Background: an optimization exercise with open tools, aiming at small area, a short achievable clock period and few clock cycles per item. Do not read the settings as production practice.
No activity file was given, so power comes from the tool's default toggle rates.

## accum_drain_scheduler
module accum_drain_scheduler
#(
  parameter int DW        = 16,
  parameter int NUM_COLS  = 16,
  parameter int HAZ_DEPTH = ACC_PIPE_DEPTH
) (
  input  logic                       clk,
  input  logic                       rst_n,
  input  logic                       vec_valid,
  output logic                       vec_ready,
  input  logic [NUM_COLS*DW-1:0]     vec_flat,
  input  logic [NUM_COLS-1:0]        cmap,
  input  logic [NUM_COLS*OMAP_W-1:0] omap_flat,
  output logic [DW-1:0]              partial_out,
  output logic [3:0]                 col_id,
  output logic                       partial_valid,
  output logic [NUM_COLS-1:0]        cmap_out,
  output logic [NUM_COLS*OMAP_W-1:0] omap_out,
  output logic                       busy,
  output logic                       done,
  output logic [15:0]                stall_cnt
);
  localparam int NC = NUM_COLS;
  function automatic logic [TGT_W-1:0] tgt_of(input logic [OMAP_W-1:0] e);
    tgt_of = {e[OMAP_SEL_MSB:OMAP_SEL_LSB], e[OMAP_ADDR_W-1:0]};
  endfunction
  function automatic logic [NC-1:0] lowest(input logic [NC-1:0] m);
    logic [NC-1:0] r;
    logic          seen;
    r = '0;
    seen = 1'b0;
    for (int i = 0; i < NC; i++) begin
      r[i] = m[i] & ~seen;
      seen = seen | m[i];
    end
    lowest = r;
  endfunction
  function automatic logic [NC-1:0] rr_next(input logic [NC-1:0] p, input logic [NC-1:0] s);
    logic [NC-1:0]   above;
    logic [2*NC-1:0] l;
    logic            seen;
    seen = 1'b0;
    for (int i = 0; i < NC; i++) begin
      above[i] = seen;
      seen = seen | p[i];
    end
    l = '0;
    seen = 1'b0;
    for (int i = 0; i < 2*NC; i++) begin
      l[i] = ((i < NC) ? (s[i] & above[i]) : s[i-NC]) & ~seen;
      seen = seen | l[i];
    end
    rr_next = l[NC-1:0] | l[2*NC-1:NC];
  endfunction
  function automatic logic [3:0] enc(input logic [NC-1:0] oh);
    logic [3:0] r;
    r = '0;
    for (int i = 0; i < NC; i++) if (oh[i]) r = r | 4'(i);
    enc = r;
  endfunction
  logic [NC*DW-1:0]     vec_q;
  logic [NC-1:0]        cmap_q;
  logic [NC*OMAP_W-1:0] omap_q;
  logic [NC-1:0]        pend_q, pend_d;    
  logic [NC-1:0]        nx_q, nx_d;        
  logic                 p_any, p_any_d;    
  logic                 c_v_q, c_v_d;
  ...
export LEC_CHECK = 0
export ABC_CLOCK_PERIOD_IN_PS = 2500
export CAP_MARGIN = 20
export CORE_MARGIN = 2
export CORE_UTILIZATION = 55
export PLACE_DENSITY = 0.7
export SETUP_SLACK_MARGIN = 3.5
export SLEW_MARGIN = 20
create_clock -name core_clock -period 6.0 [get_ports {clk}]
standard.sh (not shown) runs the stock make flow with config.mk's settings and CLKGATE_MAP_FILE= SYNTH_SCRIPT=/design/flow/synth_recipe.tcl, a recipe that flattens the netlist after the stock synthesis.
==> flow/flow/run.sh <==
#!/bin/bash
# Standard layout, but the port buffers are the platform's smallest buffer instead of the
# delay buffer buffer_ports picks by default; repair still resizes any that need it.
set -euo pipefail
cd "$(dirname "$0")/.."
bash standard.sh BUFFER_PORTS_ARGS="-buffer_cell sky130_fd_sc_hd__buf_1" finish > run_standard.log 2>&1
Change:
- ABC_AREA: default -> 1
- ABC_CLOCK_PERIOD_IN_PS: 2500 -> default
- CORE_UTILIZATION: 55 -> 40
- PLACE_DENSITY: 0.7 -> default
Count of clock-buffer cells in the layout came out higher by 18; hold slack is worse by 0.0058 ns; maximum frequency came out higher by a few percent.
Change:
- ABC_AREA: 1 -> default
- ABC_CLOCK_PERIOD_IN_PS: default -> 2500
After rerunning:
- clock skew goes down by 0.0031 ns
- hold slack is better by 0.011 ns
- worst setup slack is worse by 0.13 ns
- clock-buffer cell count goes down by 9
- final area goes down by 6.6%
No run of this note included a check of the RTL's function; only the layout flow was run.

== 04-09 ==
Another version of the RTL of accum_drain_scheduler (not shown whole).
Size in the first run: roughly 30,000 um2 of cells after synthesis.
clock: 6.0 ns
lec_check: 0
abc_clock_period_in_ps: 2000
cap_margin: 20
core_margin: 2
core_utilization: 40
setup_slack_margin: 3.7
slew_margin: 20
run.sh (not shown) runs the stock make flow with config.mk's settings and CLKGATE_MAP_FILE= SYNTH_SCRIPT=/design/flow/synth_recipe.tcl, a recipe that flattens the netlist after the stock synthesis.
Stock flow here: none of the scripts above is used.
The following lists how 12-12 was set up differently from 04-09:
# 04-09
export LEC_CHECK = 0
export ABC_CLOCK_PERIOD_IN_PS = 2000
export CAP_MARGIN = 20
export CORE_MARGIN = 2
export CORE_UTILIZATION = 40
export SETUP_SLACK_MARGIN = 3.7
export SLEW_MARGIN = 20
create_clock -name core_clock -period 6.0 [get_ports {clk}]
# 12-12
export LEC_CHECK = 0
export CAP_MARGIN = 20
export CORE_MARGIN = 2
export CORE_UTILIZATION = 40
export SLEW_MARGIN = 20
create_clock -name core_clock -period 6.0 [get_ports {clk}]
12-12 finished every step from synthesis to the final layout, and the layout passed the timing, design-rule and antenna checks. Of the two values seen for group drawing the most power, combinational logic was produced by 04-09 and registers by 12-12. As far as sequential cell count is concerned, 04-09 and 12-12 perform about the same. 12-12 against 04-09; internal portion of total power is down by more than 10%. In 12-12 relative to 04-09, total iterations of the first detailed-routing run had gone down by a little under 10%. Higher minimum setup slack after placement goes to 12-12 over 04-09. Number of multi-input combinational cells in the layout: 12-12 vs 04-09 down about 0.7%. 12-12 ends up with a worst-case setup margin in the final layout that is 1.45 ns lower than in 04-09. There was hardly any difference in clock latency reported for the late side of the worst-skew pair between 04-09 and 12-12.
Function was not checked in any run of this note: the RTL went through the layout flow alone.

afterwards: timing with drivers on the ports:
How much do the figures lean on ideal ports? The routed layouts below were timed once more, with nothing changed but the port constraints. Step 1, drivers: a clkbuf_16 drives clk and a buf_2 each remaining input, both assumed. Step 2 moves the port delays by t, midway between the first and last clock arrival at a register: inputs arrive t later, outputs are due t later. That takes back most of the time a late clock gives input paths. a / b / c = ideal / step 1 / step 2; a / b = the first two.
run	t, ns	setup WS [ns]	worst setup path at the end	clock arrival spread, ns	pins driven straight from the clock port
the first run of note 1	0.682	2.814 / 2.814 / 2.246	input to register	0.017 / 0.018	1
the second run of note 1	0.685	2.931 / 2.931 / 2.483	input to register	0.031 / 0.031	1
the third run of note 1	0.705	2.802 / 2.802 / 2.674	input to register	0.031 / 0.030	1
04-09	0.697	2.779 / 2.779 / 2.182	input to register	0.028 / 0.028	1
12-12	0.694	1.328 / 1.328 / 1.252	input to register	0.025 / 0.025	1
After both steps every run listed still meets setup and hold. For 04-09, which loses most, drivers alone change the setup slack by 0.000 ns; drivers and shift together by -0.597 ns.
